This design comes from an exercise in tuning for small area, a short achievable clock period and few clock cycles per item on the open sky130 flow, not from production work.
Function was checked by simulation only, so behaviour that the tests miss may differ from the original.
No activity file was given, so power comes from the tool's default toggle rates.

===== design.v =====
package tts_pkg;
   localparam int DEF_MAX_ENTRIES = 16;
   localparam logic [63:0] KERNEL_ROOT_RESET = 64'h0;
   localparam logic [63:0] BOOT_STACK_RESET  = 64'h0000_0000_0009_F000;
   localparam int CSR_ADDR_W = 4;
   localparam logic CSR_KERNEL_ROOT = 1'b0;
   localparam logic CSR_BOOT_STACK  = 1'b1;
   localparam logic [2:0] OP_TICK    = 3'd0;
   localparam logic [2:0] OP_IRQ     = 3'd1;
   localparam logic [2:0] OP_BLOCK   = 3'd2;
   localparam logic [2:0] OP_UNBLOCK = 3'd3;
   localparam logic [2:0] OP_EXIT    = 3'd4;
   localparam logic [2:0] OP_ADD     = 3'd5;
   typedef enum logic [1:0] {
      TS_READY      = 2'd0,
      TS_RUNNING    = 2'd1,
      TS_BLOCKED    = 2'd2,
      TS_TERMINATED = 2'd3
   } thr_state_type;
   typedef struct packed {
      logic [2:0]  op;
      logic [63:0] current_context;
      logic [63:0] new_context;
      logic [63:0] new_stack_top;
      logic [63:0] new_space_root;
   } req_item_type;
   typedef struct packed {
      logic        switched;
      logic [3:0]  thread_index;
      logic [63:0] resume_context;
      logic [63:0] kernel_stack;
      logic [63:0] space_root;
      logic        status;
      logic [4:0]  thread_count;
   } rsp_item_type;
   typedef struct packed {
      logic [63:0] kernel_root;
      logic [63:0] boot_stack_top;
   } cfg_type;
   typedef struct packed {
      logic exec;
   } cmd_type;
endpackage
import tts_pkg::*;
module tts_csr
(
   input  logic                  clock,
   input  logic                  reset,
   input  logic                  psel,
   input  logic                  penable,
   input  logic                  pwrite,
   input  logic [tts_pkg::CSR_ADDR_W-1:0] paddr,
   input  logic [63:0]           pwdata,
   output logic [63:0]           prdata,
   output tts_pkg::cfg_type               cfg
);
   logic [63:0] kernel_root_ff;
   logic [63:0] boot_stack_ff;
   logic        wr_en;
   logic        sel;
   assign wr_en = psel & penable & pwrite;
   assign sel   = paddr[3];
   always_ff @(posedge clock) begin
      if (reset) begin
         kernel_root_ff <= KERNEL_ROOT_RESET;
         boot_stack_ff  <= BOOT_STACK_RESET;
      end else if (wr_en) begin
         if (sel == CSR_BOOT_STACK) begin
            boot_stack_ff <= pwdata;
         end else begin
            kernel_root_ff <= pwdata;
         end
      end
   end
   assign prdata = (sel == CSR_KERNEL_ROOT) ? kernel_root_ff : boot_stack_ff;
   assign cfg.kernel_root    = kernel_root_ff;
   assign cfg.boot_stack_top = boot_stack_ff;
endmodule
import tts_pkg::*;
module tts_ctrl
(
   input  logic    clock,
   input  logic    reset,
   input  logic    req_valid,
   output logic    req_stall,
   output logic    rsp_valid,
   input  logic    rsp_stall,
   output tts_pkg::cmd_type cmd
);
   typedef enum logic [1:0] {
      ST_IDLE = 2'b01,
      ST_RESP = 2'b10
   } ctrl_state_type;
   ctrl_state_type state_ff, state_in;
   always_comb begin
      state_in = state_ff;
      case (state_ff)
         ST_IDLE: begin
            if (req_valid) state_in = ST_RESP;
         end
         ST_RESP: begin
            if (!rsp_stall) state_in = ST_IDLE;
         end
         default: state_in = ST_IDLE;
      endcase
   end
   always_ff @(posedge clock) begin
      if (reset) begin
         state_ff <= ST_IDLE;
      end else begin
         state_ff <= state_in;
      end
   end
   assign req_stall = (state_ff != ST_IDLE);
   assign rsp_valid = (state_ff == ST_RESP);
   assign cmd.exec  = (state_ff == ST_IDLE) && req_valid;
endmodule
import tts_pkg::*;
module tts_dp
#(
   parameter int MAX_ENTRIES = tts_pkg::DEF_MAX_ENTRIES
) (
   input  logic         clock,
   input  logic         reset,
   input  tts_pkg::cmd_type      cmd,
   input  tts_pkg::cfg_type      cfg,
   input  tts_pkg::req_item_type req_item,
   output tts_pkg::rsp_item_type rsp_item
);
   localparam int IDX_W = $clog2(MAX_ENTRIES);
   localparam int CNT_W = $clog2(MAX_ENTRIES + 1);
   logic [1:0]       st_ff [0:MAX_ENTRIES-1];
   logic [1:0]       st_in [0:MAX_ENTRIES-1];
   logic [IDX_W-1:0] cur_ff, cur_in;
   logic [CNT_W-1:0] cnt_ff, cnt_in;
   logic             sw_ff, sw_in;
   logic             status_ff, status_in;
   logic [63:0] ctx_mem  [0:MAX_ENTRIES-1];
   logic [63:0] stk_mem  [0:MAX_ENTRIES-1];
   logic [63:0] root_mem [0:MAX_ENTRIES-1];
   logic [63:0] rd_ctx_ff, rd_stk_ff, rd_root_ff;
   logic             ctx_we;
   logic [IDX_W-1:0] ctx_waddr;
   logic [63:0]      ctx_wdata;
   logic             tab_we;
   logic [IDX_W-1:0] add_idx;
   logic             ctx_fwd;
   logic                   multi;
   logic                   cur_run;
   logic [1:0]             tk_mod_st;
   logic [1:0]             tk_cur_st;
   logic [MAX_ENTRIES-1:0] in_rng;
   logic [MAX_ENTRIES-1:0] rdy_base;
   logic [MAX_ENTRIES-1:0] rdy_tick;
   logic [MAX_ENTRIES-1:0] tk_hi;
   logic [MAX_ENTRIES-1:0] mid_rdy;
   logic                   tk_found;
   logic [IDX_W-1:0]       tk_pick;
   logic [IDX_W-1:0]       irq_best;
   logic                   irq_sw;
   function automatic logic [IDX_W-1:0] first_set(input logic [MAX_ENTRIES-1:0] v);
      logic [IDX_W-1:0] r;
      r = '0;
      for (int i = MAX_ENTRIES - 1; i >= 0; i--) begin
         if (v[i]) r = 4'(i);
      end
      first_set = r;
   endfunction
   assign multi   = (cnt_ff > 5'(1));
   assign cur_run = (st_ff[cur_ff] == TS_RUNNING);
   assign add_idx = cnt_ff[IDX_W-1:0];
   always_comb begin
      case (req_item.op)
         OP_BLOCK: tk_mod_st = TS_BLOCKED;
         OP_EXIT:  tk_mod_st = TS_TERMINATED;
         default:  tk_mod_st = st_ff[cur_ff];
      endcase
      tk_cur_st = (tk_mod_st == TS_RUNNING) ? TS_READY : tk_mod_st;
   end
   always_comb begin
      for (int i = 0; i < MAX_ENTRIES; i++) begin
         in_rng[i]   = (5'(i) < cnt_ff);
         rdy_base[i] = in_rng[i] && (st_ff[i] == TS_READY);
         rdy_tick[i] = (4'(i) == cur_ff) ? (in_rng[i] && (tk_cur_st == TS_READY))
                                             : rdy_base[i];
         tk_hi[i]    = rdy_tick[i] && (4'(i) > cur_ff);
         mid_rdy[i]  = rdy_base[i] && (i >= 2);
      end
   end
   assign tk_found = |rdy_tick;
   assign tk_pick  = (|tk_hi) ? first_set(tk_hi) : first_set(rdy_tick);
   always_comb begin
      if (rdy_base[1] && !(cur_run && (cur_ff == 4'(1)))) begin
         irq_best = 4'(1);
      end else if ((|mid_rdy) && !(cur_run && (cur_ff != '0))) begin
         irq_best = first_set(mid_rdy);
      end else if (cur_run) begin
         irq_best = cur_ff;
      end else begin
         irq_best = '0;
      end
   end
   assign irq_sw = (irq_best != cur_ff);
   always_comb begin
      for (int i = 0; i < MAX_ENTRIES; i++) st_in[i] = st_ff[i];
      cur_in    = cur_ff;
      cnt_in    = cnt_ff;
      sw_in     = 1'b0;
      status_in = 1'b0;
      ctx_we    = 1'b0;
      ctx_waddr = cur_ff;
      ctx_wdata = req_item.current_context;
      tab_we    = 1'b0;
      if (cmd.exec) begin
         case (req_item.op)
            OP_TICK, OP_BLOCK, OP_EXIT: begin
               st_in[cur_ff] = tk_mod_st;
               if (multi) begin
                  ctx_we        = 1'b1;
                  st_in[cur_ff] = tk_cur_st;
                  if (tk_found) begin
                     st_in[tk_pick] = TS_RUNNING;
                     cur_in         = tk_pick;
                     sw_in          = 1'b1;
                  end else begin
                     st_in[cur_ff] = TS_RUNNING;
                  end
               end
            end
            OP_IRQ: begin
               if (multi && irq_sw) begin
                  ctx_we = 1'b1;
                  if (cur_run) st_in[cur_ff] = TS_READY;
                  st_in[irq_best] = TS_RUNNING;
                  cur_in          = irq_best;
                  sw_in           = 1'b1;
               end
            end
            OP_UNBLOCK: begin
               for (int i = 0; i < MAX_ENTRIES; i++) begin
                  if (in_rng[i] && (st_ff[i] == TS_BLOCKED)) st_in[i] = TS_READY;
               end
            end
            OP_ADD: begin
               if (cnt_ff >= 5'(MAX_ENTRIES)) begin
                  status_in = 1'b1;
               end else begin
                  ctx_we         = 1'b1;
                  ctx_waddr      = add_idx;
                  ctx_wdata      = req_item.new_context;
                  tab_we         = 1'b1;
                  st_in[add_idx] = TS_READY;
                  cnt_in         = cnt_ff + 5'(1);
               end
            end
            default: ;
         endcase
      end
   end
   assign ctx_fwd = ctx_we && (ctx_waddr == cur_in);
   always_ff @(posedge clock) begin
      if (reset) begin
         for (int i = 0; i < MAX_ENTRIES; i++) begin
            st_ff[i] <= (i == 0) ? TS_RUNNING : TS_READY;
         end
         cur_ff <= '0;
         cnt_ff <= 5'(1);
      end else if (cmd.exec) begin
         for (int i = 0; i < MAX_ENTRIES; i++) st_ff[i] <= st_in[i];
         cur_ff <= cur_in;
         cnt_ff <= cnt_in;
      end
   end
   always_ff @(posedge clock) begin
      if (cmd.exec) begin
         sw_ff     <= sw_in;
         status_ff <= status_in;
      end
   end
   always_ff @(posedge clock) begin
      if (ctx_we) ctx_mem[ctx_waddr] <= ctx_wdata;
      if (cmd.exec) rd_ctx_ff <= ctx_fwd ? ctx_wdata : ctx_mem[cur_in];
   end
   always_ff @(posedge clock) begin
      if (tab_we) begin
         stk_mem[add_idx]  <= req_item.new_stack_top;
         root_mem[add_idx] <= req_item.new_space_root;
      end
      if (cmd.exec) begin
         rd_stk_ff  <= stk_mem[cur_in];
         rd_root_ff <= root_mem[cur_in];
      end
   end
   always_comb begin
      rsp_item.switched       = sw_ff;
      rsp_item.thread_index   = 4'(cur_ff);
      rsp_item.resume_context = sw_ff ? rd_ctx_ff : 64'd0;
      rsp_item.kernel_stack   = (cur_ff == '0) ? cfg.boot_stack_top : rd_stk_ff;
      rsp_item.space_root     = sw_ff ? ((cur_ff == '0) ? cfg.kernel_root : rd_root_ff)
                                      : 64'd0;
      rsp_item.status         = status_ff;
      rsp_item.thread_count   = 5'(cnt_ff);
   end
endmodule
import tts_pkg::*;
module thread_table_scheduler_core
#(
   parameter int MAX_ENTRIES = tts_pkg::DEF_MAX_ENTRIES
) (
   input  logic                  clock,
   input  logic                  reset,
   input  logic                  req_valid,
   output logic                  req_stall,
   input  logic [258:0]          req_item,
   output logic                  rsp_valid,
   input  logic                  rsp_stall,
   output logic [202:0]          rsp_item,
   input  logic                  psel,
   input  logic                  penable,
   input  logic                  pwrite,
   input  logic [tts_pkg::CSR_ADDR_W-1:0] paddr,
   input  logic [63:0]           pwdata,
   output logic [63:0]           prdata,
   output logic                  pready
);
   tts_pkg::cmd_type      cmd;
   tts_pkg::cfg_type      cfg;
   tts_pkg::req_item_type req_s;
   tts_pkg::rsp_item_type rsp_s;
   assign req_s    = req_item;
   assign rsp_item = rsp_s;
   assign pready = 1'b1;
   tts_csr u_csr (
      .clock   (clock),
      .reset   (reset),
      .psel    (psel),
      .penable (penable),
      .pwrite  (pwrite),
      .paddr   (paddr),
      .pwdata  (pwdata),
      .prdata  (prdata),
      .cfg     (cfg)
   );
   tts_ctrl u_ctrl (
      .clock     (clock),
      .reset     (reset),
      .req_valid (req_valid),
      .req_stall (req_stall),
      .rsp_valid (rsp_valid),
      .rsp_stall (rsp_stall),
      .cmd       (cmd)
   );
   tts_dp #(
      .MAX_ENTRIES (MAX_ENTRIES)
   ) u_dp (
      .clock    (clock),
      .reset    (reset),
      .cmd      (cmd),
      .cfg      (cfg),
      .req_item (req_s),
      .rsp_item (rsp_s)
   );
endmodule

===== run.sh =====
#!/bin/bash
# synth_recipe.tcl (not shown) runs the flow's synth.tcl, then flattens the netlist and writes it again
# the make line also repeats each setting of config.mk as NAME=value (left out here)
make -C /OpenROAD-flow-scripts/flow DESIGN_CONFIG=/design/flow/config.mk WORK_HOME=/design/flow/orfs CLKGATE_MAP_FILE= SYNTH_SCRIPT=/design/flow/synth_recipe.tcl finish

===== config.mk =====
export PLATFORM = sky130hd
export DESIGN_NAME = thread_table_scheduler_core
export DESIGN_NICKNAME = thread_table_scheduler_core
export VERILOG_FILES = /design/flow/design.v
export SDC_FILE = /design/flow/constraint.sdc
export NUM_CORES = 4
export LEC_CHECK = 0
export CAP_MARGIN = 20
export CORE_MARGIN = 2
export CORE_UTILIZATION = 45
export PLACE_DENSITY = 0.6
export SLEW_MARGIN = 20

===== constraint.sdc =====
create_clock -name core_clock -period 7.0 [get_ports {clock}]
set_input_delay 1.4000 -clock core_clock [delete_from_list [all_inputs] [get_ports {clock}]]
set_output_delay 1.4000 -clock core_clock [all_outputs]
set_load 0.01 [all_outputs]

==> out/results.txt, run 1 <==
Setup violations remaining at the end of the flow were counted as 0. The initial standard-cell utilization of the core was 45.3%. Entering global routing, the biggest net connects 127 pins. Clock latency on the worst-skew pair, taken at its later pin, is 0.95 ns. Number of maximum-capacitance violations: 0. Sequential elements use 73.2% of the synthesized area.

The number of port buffers is 599, and the number of I/O pins is 604. The slew of the pin with the lowest slew margin is 1.14 ns. The highest attainable clock frequency was 0.158 GHz.

The largest total area in the synthesized netlist belongs to sky130_fd_sc_hd__edfxtp_1. The internal power of the cells totals 0.0342 W. The detailed-route wire length was 429000 um.

Placed instance area: 0.154 mm2. Of the total power, the clock network draws 44.2%. Yosys attributes the largest share of cell area to sky130_fd_sc_hd__edfxtp_1 71%, sky130_fd_sc_hd__mux4_2 9.4%, sky130_fd_sc_hd__nand2_1 3.6%.

Across the routed clock network, the largest skew measured is 0.0718 ns. The logs give 26.8% for the global-route total usage across every layer and 55.3 nW for the static power due to leakage. The fraction of post-synthesis cell area in the top cell type by area is 70.8%.

The tools report the startpoint of the lowest-slack register-to-register path as u_dp.cnt_ff[2]. The via-per-instance ratio is 6.09. The DRC violation count after routing came out at 0.

The post-synthesis async set-or-reset flop share works out to 0%. The root buffer cell was sky130_fd_sc_hd__clkbuf_16. The detail route stage leaves a number of antenna-violating nets equal to 0. The required time of the critical path was 7.62 ns.

Power per cell area: 260 mW/mm2. Leaving out fill and tap cells, the most frequent cell in the layout is sky130_fd_sc_hd__edfxtp_1. Once the clock tree was built, the resizer swapped 0 gates to a different size. The cell count after synthesis came out at 8272. The flow ran to the end and the layout has no timing, DRC or antenna violations. Height of the chip: 559 um.

Yosys printed 5 warnings. The die covers 0.312 mm2. The final worst hold slack is 0.471 ns. For the final-report hold violation count, the log shows 0.

The post-synthesis register bit count is 3437. The number of synthesized flops with an enable pin came out at 3266. In the layout the commonest cells are 3266 x sky130_fd_sc_hd__edfxtp_1, 1343 x sky130_fd_sc_hd__nand2_1, 597 x sky130_fd_sc_hd__clkdlybuf4s50_1. The min-delay analysis places its worst path in the category reg2reg. Of the available clock period, the critical path in the final layout requires 90.7%. Filler cell count: 24200. After clock tree synthesis, the clock-pin slew on the worst setup and hold paths is 0.06 ns. For the via count of the first global-routing pass, the log shows 81700. The number of hold-repair buffers added at the cts stage is 0, and the signal arrival time at the worst endpoint is 6.97 ns.

Beginning of the critical path: u_dp.cnt_ff[2]. In this run the standard cell core region covers 0.306 mm2. The total non-filler cell area in the finished layout was 0.165 mm2.

Summing all multi-input logic gate instances after layout gives 0.0348 mm2. For this design the total switching power over the nets is 0.00886 W. The logs give 0 for the number of buffers added for setup after CTS and 223 uV for the maximum resistive drop on vdd. The first global-routing pass estimated 604000 um of wire. The logs give 0 for the total count of max-transition violations in the final report and 5 for the maximum level of the CTS H-tree. The run gives 13600 as the number of standard cells in the final layout excluding fillers.

The worst setup path is of the reg2reg kind. Largest fanout on the critical path: 16. The pre-antenna-repair detailed-routing pass consisted of 6 iterations. The startpoint identified for the worst hold timing path is u_csr.boot_stack_ff[35]. The clock net in this run drives a total of 3437 sinks. The kind of launch point of the worst setup path is a flip-flop. The synthesized netlist net count was 8610.

The worst-case clock buffer depth was 4. The worst max-slew margin expressed relative to the limit is 23.6%. The kind of capture point of the worst setup path was a flip-flop. The routed length per instance came out at 31.7 um.

Setup repair after global routing left no endpoint under its margin. The overall die width came out at 559 um. The tools report the placer congestion estimate as 0.933. The number of antenna violations at the first check in global routing came out at 64. The most used flip-flop cell after synthesis was sky130_fd_sc_hd__edfxtp_1. After layout, the minimum clock period comes to 6.35 ns.

The net count of the finished layout is 9484. The fraction of final layout cells sized beyond drive strength 1 came out at 19.1%. Global routing finished with a remaining overflow of 0.

Counting the buffers created by CTS gives 357. In this run the cell area of the synthesized design comes to 0.139 mm2. After synthesis, the netlist uses 103 different library cells. From synthesis to final layout, the design area changed by 19.4%. Registers take 0.102 mm2. TritonCTS built the clock tree. The logs give 52.9% for the sequential share of power and 82600 for the vias after detailed routing. The run gives 2.9% as the share of total power in combinational logic. The floorplan has 203 rows.

The logs give 12900 for the cell count after placement and 262000 um for the detailed placement HPWL. Adding up every negative setup slack in the final design gives 0 ns. Net switching is 20.6% of the power.

Averaged over all synthesized cells, the footprint is 16.8 um2. The starting DRC count in detailed routing came out at 9802.
==> per-stage QoR <==
step | power (W) | setup WS, ns | util (%)
floorplan | 0.0236 | -2.61 | -
global placement | 0.0244 | 0.0555 | 50.2
detailed placement | 0.0244 | 0.142 | 50.2
CTS | 0.0433 | 0.739 | 54.0
global route | 0.0441 | 0.472 | 54.0
finish | 0.0430 | 0.654 | 54.1
==> cells by family (layout without fill, tap and decap cells) <==
kind of cell,count (synthesis),in the layout,share of synthesized area (%)
buffers and inverters,595,1759,1.98
flip-flops,3437,3437,73.2
other,1,20,0.00271
adder cells (fa/ha/maj),4,4,0.0361
XOR/XNOR,6,6,0.0379
AO/OA/AOI/OAI,1159,1159,5.82
AND/OR/NAND/NOR,2156,2156,6.96
multiplexers,914,914,11.9
==> layer usage <==
metal | track usage [%] | vias to the layer above | wire, um
met4 | 10.8 | 46 | 18600
li1 | - | 34700 | -
met1 | 35.7 | 43000 | 168000
met3 | 5.97 | 755 | 39700
met2 | 42.9 | 4042 | 203000
met5 | 0 | - | 291
==> synth_stat cells, types with 9 or more instances <==
cell / count
sky130_fd_sc_hd__edfxtp_1: 3266
sky130_fd_sc_hd__nand2_1: 1344
sky130_fd_sc_hd__mux4_2: 581
sky130_fd_sc_hd__clkbuf_1: 392
sky130_fd_sc_hd__a21oi_1: 264
sky130_fd_sc_hd__mux2i_1: 237
sky130_fd_sc_hd__nor2_1: 221
sky130_fd_sc_hd__dfxtp_1: 171
sky130_fd_sc_hd__and3_1: 137
sky130_fd_sc_hd__nand4_1: 132
sky130_fd_sc_hd__a31oi_1: 125
sky130_fd_sc_hd__o31ai_1: 121
sky130_fd_sc_hd__a2111oi_0: 118
sky130_fd_sc_hd__o22ai_1: 97
sky130_fd_sc_hd__mux2_2: 96
sky130_fd_sc_hd__a21boi_0: 79
sky130_fd_sc_hd__and2_1: 76
sky130_fd_sc_hd__buf_4: 73
sky130_fd_sc_hd__buf_2: 63
sky130_fd_sc_hd__nor3_1: 62
sky130_fd_sc_hd__o21ai_0: 60
sky130_fd_sc_hd__a221oi_1: 57
sky130_fd_sc_hd__a211oi_1: 42
sky130_fd_sc_hd__a22oi_1: 40
sky130_fd_sc_hd__nand3_1: 37
sky130_fd_sc_hd__a211o_1: 32
sky130_fd_sc_hd__buf_1: 30
sky130_fd_sc_hd__nor4_1: 24
sky130_fd_sc_hd__nand3b_1: 18
sky130_fd_sc_hd__inv_1: 17
sky130_fd_sc_hd__or4_1: 17
sky130_fd_sc_hd__or3_1: 16
sky130_fd_sc_hd__buf_6: 14
sky130_fd_sc_hd__o21a_1: 11
sky130_fd_sc_hd__a32oi_1: 10
sky130_fd_sc_hd__nor2b_1: 10
sky130_fd_sc_hd__or2_2: 9
==> layout make-up <==
class	instances	share of cell area, %
diodes	19	0.0287
repair buffers	1092	7.34
clock inverters	217	1.31
multi-input cells	4240	21.1
flip-flops and latches	3437	61.4
inverters	18	0.0476
clock buffers	432	5.75
well taps	4100	3.10
==> worst max-delay path: stages, from the launching register on <==
cell	delay, ns
sky130_fd_sc_hd__dfxtp_1	0.94
sky130_fd_sc_hd__buf_4	0.28
sky130_fd_sc_hd__nor2_1	0.07
sky130_fd_sc_hd__a2111oi_2	0.70
sky130_fd_sc_hd__a32o_1	0.22
sky130_fd_sc_hd__o311ai_0	0.27
sky130_fd_sc_hd__a21oi_1	0.39
sky130_fd_sc_hd__o311ai_1	0.24
sky130_fd_sc_hd__a211oi_1	0.24
sky130_fd_sc_hd__buf_4	0.18
sky130_fd_sc_hd__nor2_2	0.06
sky130_fd_sc_hd__and2_1	0.21
sky130_fd_sc_hd__nor3_4	0.44
sky130_fd_sc_hd__buf_12	0.25
sky130_fd_sc_hd__buf_12	0.17
sky130_fd_sc_hd__mux4_2	0.51
sky130_fd_sc_hd__a211o_1	0.32
sky130_fd_sc_hd__nor3_1	0.40
sky130_fd_sc_hd__a21oi_1	0.13
==> power groups by stage <==
stage	combinational, W	sequential (W)	clock [W]
finish	0.00124	0.0227	0.0190
global route	0.00131	0.0227	0.0201
CTS	0.00123	0.0227	0.0193
detailed placement	0.00122	0.0232	0
global placement	0.00119	0.0232	0
floorplan	0.000440	0.0231	0
==> final timing paths <==
check | slack [ns] | endpoint | cells after the start
max | 0.65 | u_dp.rd_ctx_ff[18] | 18
min | 0.47 | u_csr.boot_stack_ff[35] | 2
max reg2reg | 0.65 | u_dp.rd_ctx_ff[18] | 18
min reg2reg | 0.47 | u_csr.boot_stack_ff[35] | 2
==> state kept, by name, summed over array words and instances (netlist names) <==
signal,flops
u_dp.cur_ff,4
u_dp.ctx_mem,1024
u_ctrl.state_ff,2
u_dp.root_mem,1024
u_dp.rd_stk_ff,64
u_dp.cnt_ff,5
u_dp.rd_ctx_ff,64
u_dp.stk_mem,1024
u_dp.rd_root_ff,64
u_csr.boot_stack_ff,64
u_csr.kernel_root_ff,64
u_dp.st_ff,32
u_dp.sw_ff,1
u_dp.status_ff,1
Testbench counts, summed over its fixed seeds: cycles 25,600, items 12,800.
==> run 2, diff against run 1 <==
--- a/design.v
+++ b/design.v
@@ -88,31 +88,15 @@
    output tts_pkg::cmd_type cmd
 );
-   typedef enum logic [1:0] {
-      ST_IDLE = 2'b01,
-      ST_RESP = 2'b10
-   } ctrl_state_type;
-   ctrl_state_type state_ff, state_in;
-   always_comb begin
-      state_in = state_ff;
-      case (state_ff)
-         ST_IDLE: begin
-            if (req_valid) state_in = ST_RESP;
-         end
-         ST_RESP: begin
-            if (!rsp_stall) state_in = ST_IDLE;
-         end
-         default: state_in = ST_IDLE;
-      endcase
-   end
+   logic rsp_valid_ff;
    always_ff @(posedge clock) begin
       if (reset) begin
-         state_ff <= ST_IDLE;
+         rsp_valid_ff <= 1'b0;
       end else begin
-         state_ff <= state_in;
+         rsp_valid_ff <= cmd.exec | (rsp_valid_ff & rsp_stall);
       end
    end
-   assign req_stall = (state_ff != ST_IDLE);
-   assign rsp_valid = (state_ff == ST_RESP);
-   assign cmd.exec  = (state_ff == ST_IDLE) && req_valid;
+   assign req_stall = rsp_valid_ff & rsp_stall;
+   assign rsp_valid = rsp_valid_ff;
+   assign cmd.exec  = req_valid & ~req_stall;
 endmodule
 import tts_pkg::*;
@@ -139,5 +123,4 @@
    logic [63:0] stk_mem  [0:MAX_ENTRIES-1];
    logic [63:0] root_mem [0:MAX_ENTRIES-1];
-   logic [63:0] rd_ctx_ff, rd_stk_ff, rd_root_ff;
    logic             ctx_we;
    logic [IDX_W-1:0] ctx_waddr;
@@ -145,5 +128,4 @@
    logic             tab_we;
    logic [IDX_W-1:0] add_idx;
-   logic             ctx_fwd;
    logic                   multi;
    logic                   cur_run;
@@ -258,5 +240,4 @@
       end
    end
-   assign ctx_fwd = ctx_we && (ctx_waddr == cur_in);
    always_ff @(posedge clock) begin
       if (reset) begin
@@ -280,5 +261,4 @@
    always_ff @(posedge clock) begin
       if (ctx_we) ctx_mem[ctx_waddr] <= ctx_wdata;
-      if (cmd.exec) rd_ctx_ff <= ctx_fwd ? ctx_wdata : ctx_mem[cur_in];
    end
    always_ff @(posedge clock) begin
@@ -287,15 +267,11 @@
          root_mem[add_idx] <= req_item.new_space_root;
       end
-      if (cmd.exec) begin
-         rd_stk_ff  <= stk_mem[cur_in];
-         rd_root_ff <= root_mem[cur_in];
-      end
    end
    always_comb begin
       rsp_item.switched       = sw_ff;
       rsp_item.thread_index   = 4'(cur_ff);
-      rsp_item.resume_context = sw_ff ? rd_ctx_ff : 64'd0;
-      rsp_item.kernel_stack   = (cur_ff == '0) ? cfg.boot_stack_top : rd_stk_ff;
-      rsp_item.space_root     = sw_ff ? ((cur_ff == '0) ? cfg.kernel_root : rd_root_ff)
+      rsp_item.resume_context = sw_ff ? ctx_mem[cur_ff] : 64'd0;
+      rsp_item.kernel_stack   = (cur_ff == '0) ? cfg.boot_stack_top : stk_mem[cur_ff];
+      rsp_item.space_root     = sw_ff ? ((cur_ff == '0) ? cfg.kernel_root : root_mem[cur_ff])
                                       : 64'd0;
       rsp_item.status         = status_ff;
==> out/results.txt, run 2 <==
The number of buffers inserted during clock tree synthesis is 337 (-5.6%), and the post-synthesis async set-or-reset flop share is 0% (unchanged). The placer congestion estimate was 0.943 (+1.1%). The total length of routed met2 wires is 177000 um (-13%). The largest registers in the layout are u_dp.ctx_mem (1024), u_dp.root_mem (1024), u_dp.stk_mem (1024).

The final-report setup violation count is 0 (unchanged). After synthesis, the most frequently instantiated cells are 3074 x sky130_fd_sc_hd__edfxtp_1, 958 x sky130_fd_sc_hd__mux4_2, 838 x sky130_fd_sc_hd__nand2_1, 278 x sky130_fd_sc_hd__clkbuf_1, 211 x sky130_fd_sc_hd__a21oi_1. The largest net degree at the start of global routing is 115 (-9.4%), and the global-route total usage across every layer is 24.7% (-2.1 points). The number of synthesized flops with an enable pin was 3074 (-5.9%); the static power due to leakage was 46.2 nW (-17%). The tools report the launch point of the worst hold path as u_csr.boot_stack_ff[28]. The post-synthesis register bit count was 3248 (-5.5%); the setup slack after layout was 0.702 ns (+0.0485 ns).

The beginning of the critical path is u_dp.cur_ff[2]. Cell area after technology mapping: 0.129 mm2 (-7.0%). The overall die width works out to 539 um (-3.5%). The filler cell count is 22100 (-8.6%). The run finished with no timing, DRC or antenna violations. For the number of antenna violations at the first check in global routing, the log shows 54 (-16%). The fraction of final layout cells sized beyond drive strength 1 is 23.3% (+4.2 points), and the largest fanout on the critical path is 38 (+22).

For the number of hold-repair buffers added at the cts stage, the log shows 0 (unchanged). Endpoint of the worst hold path: u_csr.boot_stack_ff[28]. Number of I/O pins: 604 (unchanged). Startpoint of the lowest-slack register-to-register path: u_dp.cur_ff[2]. The cell sitting at the root of the clock tree is a sky130_fd_sc_hd__clkbuf_16. The met1 wire length is 149000 um (-12%). The run gives 74.3% (+1.1 points) as the fraction of the yosys area taken by sequential cells. The initial standard-cell utilization of the core was 45.2% (-0.076 points). The most used standard cell by instance count after synthesis is sky130_fd_sc_hd__edfxtp_1. The die outline area was 0.291 mm2 (-6.9%); the pre-CTS setup slack was 0.905 ns (+0.763 ns). The final worst hold slack came out at 0.470 ns (-0.000515 ns).

The tools report the worst-case clock buffer depth as 4 (unchanged). The clock input transition at the sequential cells of the worst setup and hold paths was 0.06 ns (about the same). The area growth from synthesis to layout is 17.7%.

Leaving out fill and tap cells, the most frequent cell in the layout is sky130_fd_sc_hd__edfxtp_1. The wire length of the first global-routing pass was 514000 um (-15%). The cell taking the most area after synthesis is sky130_fd_sc_hd__edfxtp_1.

Final-report hold violation count: 0 (unchanged). The startpoint-to-endpoint class of the critical path was reg2out. The logs give 0 (unchanged) for the count of instances resized after the clock tree is built and 11300 (-17%) for the number of standard cells in the final layout excluding fillers. The path depth of the worst reg2reg path is 13 (-5), and the fraction of post-synthesis cell area in the top cell type by area is 71.6% (+0.83 points). The final clock period utilization by the worst path came out at 90.0% (-0.69 points). The number of buffers added for setup after CTS is 0 (unchanged), and the DRC violation count after routing is 0 (unchanged). The remaining number of nets flagged by the antenna check after routing is 0 (unchanged), and the power per cell area is 263 mW/mm2 (+1.0%).

The required time of the critical path came out at 5.60 ns (-2.02 ns). The tools report the via count of the first global-routing pass as 69000 (-16%). The total count of max-transition violations in the final report was 0 (unchanged); the total non-filler cell area in the finished layout was 0.152 mm2 (-8.2%). The clock insertion delay at the later pin of the skew report was 0.89 ns (-0.06 ns).

Setup repair after global routing left no endpoint under its margin. STA classifies the critical path endpoint as a primary output. The tools report the number of maximum-capacitance violations as 0 (unchanged). The worst max-slew margin expressed relative to the limit is 19.6% (-4.1 points). Among all flip-flop cells after synthesis, the most frequent one is sky130_fd_sc_hd__edfxtp_1. The cell row count was 196 (-3.4%); the length of routed met3 wiring was 25100 um (-37%). The setup TNS after final layout is 0 ns (unchanged). TritonCTS built the clock tree. The synthesized netlist net count came out at 6834 (-21%). Endpoint of the lowest-slack register-to-register path: u_dp.st_ff[9][0].

The cell count after placement was 10700 (-17%); the area of the core was 0.285 mm2 (-6.8%). Starting DRC count in detailed routing: 7366 (-25%). The tools report the signal arrival time at the worst endpoint as 4.90 ns (-2.07 ns). The top cell types in the final layout, fill and taps aside, are 3074 x sky130_fd_sc_hd__edfxtp_1, 958 x sky130_fd_sc_hd__mux4_2, 838 x sky130_fd_sc_hd__nand2_1. The via-per-instance ratio was 6.05 (-0.69%).

The slew of the pin with the lowest slew margin is 1.20 ns (+0.0580 ns), and the count of different cell masters after synthesis is 88 (-15%). The tools report the detailed-route wire length as 363000 um (-16%). The internal reg-to-reg setup slack is 1.36 ns (+0.71 ns), and the highest attainable clock frequency is 0.159 GHz (+0.77%).

For the placed instance area, the log shows 0.141 mm2 (-8.2%). The shortest clock period the worst path allows after layout came out at 6.30 ns (-0.0485 ns). The worst setup path is launched from a flip-flop. The synthesized area per cell is 19.8 um2 (+18%). The height of the chip was 539 um (-3.5%).

The synthesized instance count was 6496 (-21%); the aggregate global routing overflow was 0 (unchanged). The clock sink total came out at 3248 (-5.5%). Sorting the synthesized cells by area gives the leading types as sky130_fd_sc_hd__edfxtp_1 72%, sky130_fd_sc_hd__mux4_2 17%, sky130_fd_sc_hd__dfxtp_1 2.7%. After detailed routing, no signal wire sits above met5. The tools report the maximum resistive drop on vdd as 212 uV (-4.9%).

The maximum level of the CTS H-tree is 5 (unchanged), and the number of port buffers is 599 (unchanged). The cell count of the worst hold path was 2 (unchanged); the routed length per instance was 32.2 um (+1.5%). The detailed placement HPWL was 212000 um (-19%); the post-route clock skew was 0.0361 ns (-0.0357 ns). The net count of the finished layout was 7579 (-20%). The number of warning messages in the yosys log was 5 (unchanged); the number of detailed-route iterations in the first pass was 5 (-1). The tightest min-delay check is of the reg2reg type. For the vias after detailed routing, the log shows 68300 (-17%).
[run 2: cell count changes after synthesis, sizes merged, moves of 112 or more]
cell    previous run  this run
and3             137        10
clkbuf           392       278
edfxtp          3266      3074
mux2i            237         6
mux4             581       958
nand2           1344       839
nand4            132        20
o31ai            122         9
[run 2: worst max path at each step]
stage | endpoint | slack [ns] | cells past startpoint
after floorplan | u_dp.root_mem[9][0] | -1.68 | 7
after global placement | u_dp.st_ff[9][0] | 0.85 | 13
after detailed placement | u_dp.st_ff[9][0] | 0.91 | 13
after CTS | rsp_item[10] | 0.69 | 6
after global routing | rsp_item[10] | 0.58 | 6
final | rsp_item[10] | 0.70 | 6
[run 2: kinds of logic (layout without fill, tap and decap cells)]
family / count (synthesis) / after routing / share of synthesized area, %
compound gates: 532 / 532 / 2.73
xor+xnor: 3 / 3 / 0.0204
fa+ha+maj: 4 / 4 / 0.0388
buf+inv: 408 / 1420 / 1.22
flops: 3248 / 3248 / 74.3
mux: 1029 / 1029 / 17.3
other cells: 1 / 15 / 0.00291
simple gates: 1271 / 1271 / 4.35
[run 2: metrics by stage]
| stage | util [%] | total power [W] |
|---|---|---|
| 2_1_floorplan | - | 0.0222 |
| 3_3_place_gp | 49.5 | 0.0228 |
| 3_5_place_dp | 49.5 | 0.0228 |
| 4_1_cts | 53.2 | 0.0402 |
| 5_1_grt | 53.2 | 0.0410 |
| 6_report | 53.2 | 0.0399 |
[run 2: metal layers]
metal	vias up	global-route usage, %
li1	28200	-
met1	36700	34.2
met2	2765	40.3
met3	573	3.86
met4	36	7.87
met5	-	0
[run 2: cell type report]
cell class                      instances  area (um2)  area share [%]
Clock buffer                          426        9010            5.93
Antenna cell                           14        35.0          0.0231
Tap cell                             3762        4710            3.10
Clock inverter                        180        1650            1.09
Inverter                               22        82.6          0.0544
Sequential cell                      3248       95800            63.1
Multi-Input combinational cell       2840       32000            21.1
Timing Repair Buffer                  792        8510            5.61
[run 2: worst max-delay path, stage by stage (launching register included)]
cell	delay (ns)
sky130_fd_sc_hd__dfxtp_1	0.88
sky130_fd_sc_hd__buf_4	0.43
sky130_fd_sc_hd__or4_4	0.66
sky130_fd_sc_hd__buf_4	0.36
sky130_fd_sc_hd__nand2_1	0.08
sky130_fd_sc_hd__a21boi_0	0.57
sky130_fd_sc_hd__clkdlybuf4s50_1	0.89
[run 2: power by group]
group | internal (W) | total (W) | switching, W
registers | 0.0213 | 0.0214 | 0.0000534
clock network | 0.00998 | 0.0174 | 0.00745
logic | 0.000382 | 0.00106 | 0.000679
Testbench counts of run 2, summed over its fixed seeds: cycles 12,832, items 12,800.

[separate check: timing with driven ports]
Ports are ideal in the flow. The routed layouts listed here were re-timed in OpenROAD.
Step 1, drivers: a clkbuf_16 drives clock and a buf_2 each remaining input, both assumed.
Step 2 adds t to the input delays and takes it off the output delays; t is the mean of the earliest and latest rising clock arrival at the registers after step 1. Input paths then give back, and output paths get back, about the clock's delay inside the block.
Slacks: ideal ports / drivers / drivers and shift; pairs: ideal ports / drivers.
| run | t (ns) | slack for setup (ns) | worst setup path at the end | slew at the worst register clock pin (ns) | worst slew at a driven data input, ns |
|---|---|---|---|---|---|
| run 1 | 1.024 | 0.654 / 0.577 / -0.105 | input to register | 0.07 / 0.07 | 0.23 |
| run 2 | 0.987 | 0.702 / 0.598 / 0.639 | input to register | 0.07 / 0.07 | 0.32 |
With both steps, setup timing fails in run 1, where it was met with ideal ports. For run 1, which loses most, drivers alone change the setup slack by -0.077 ns; drivers and shift together by -0.759 ns.
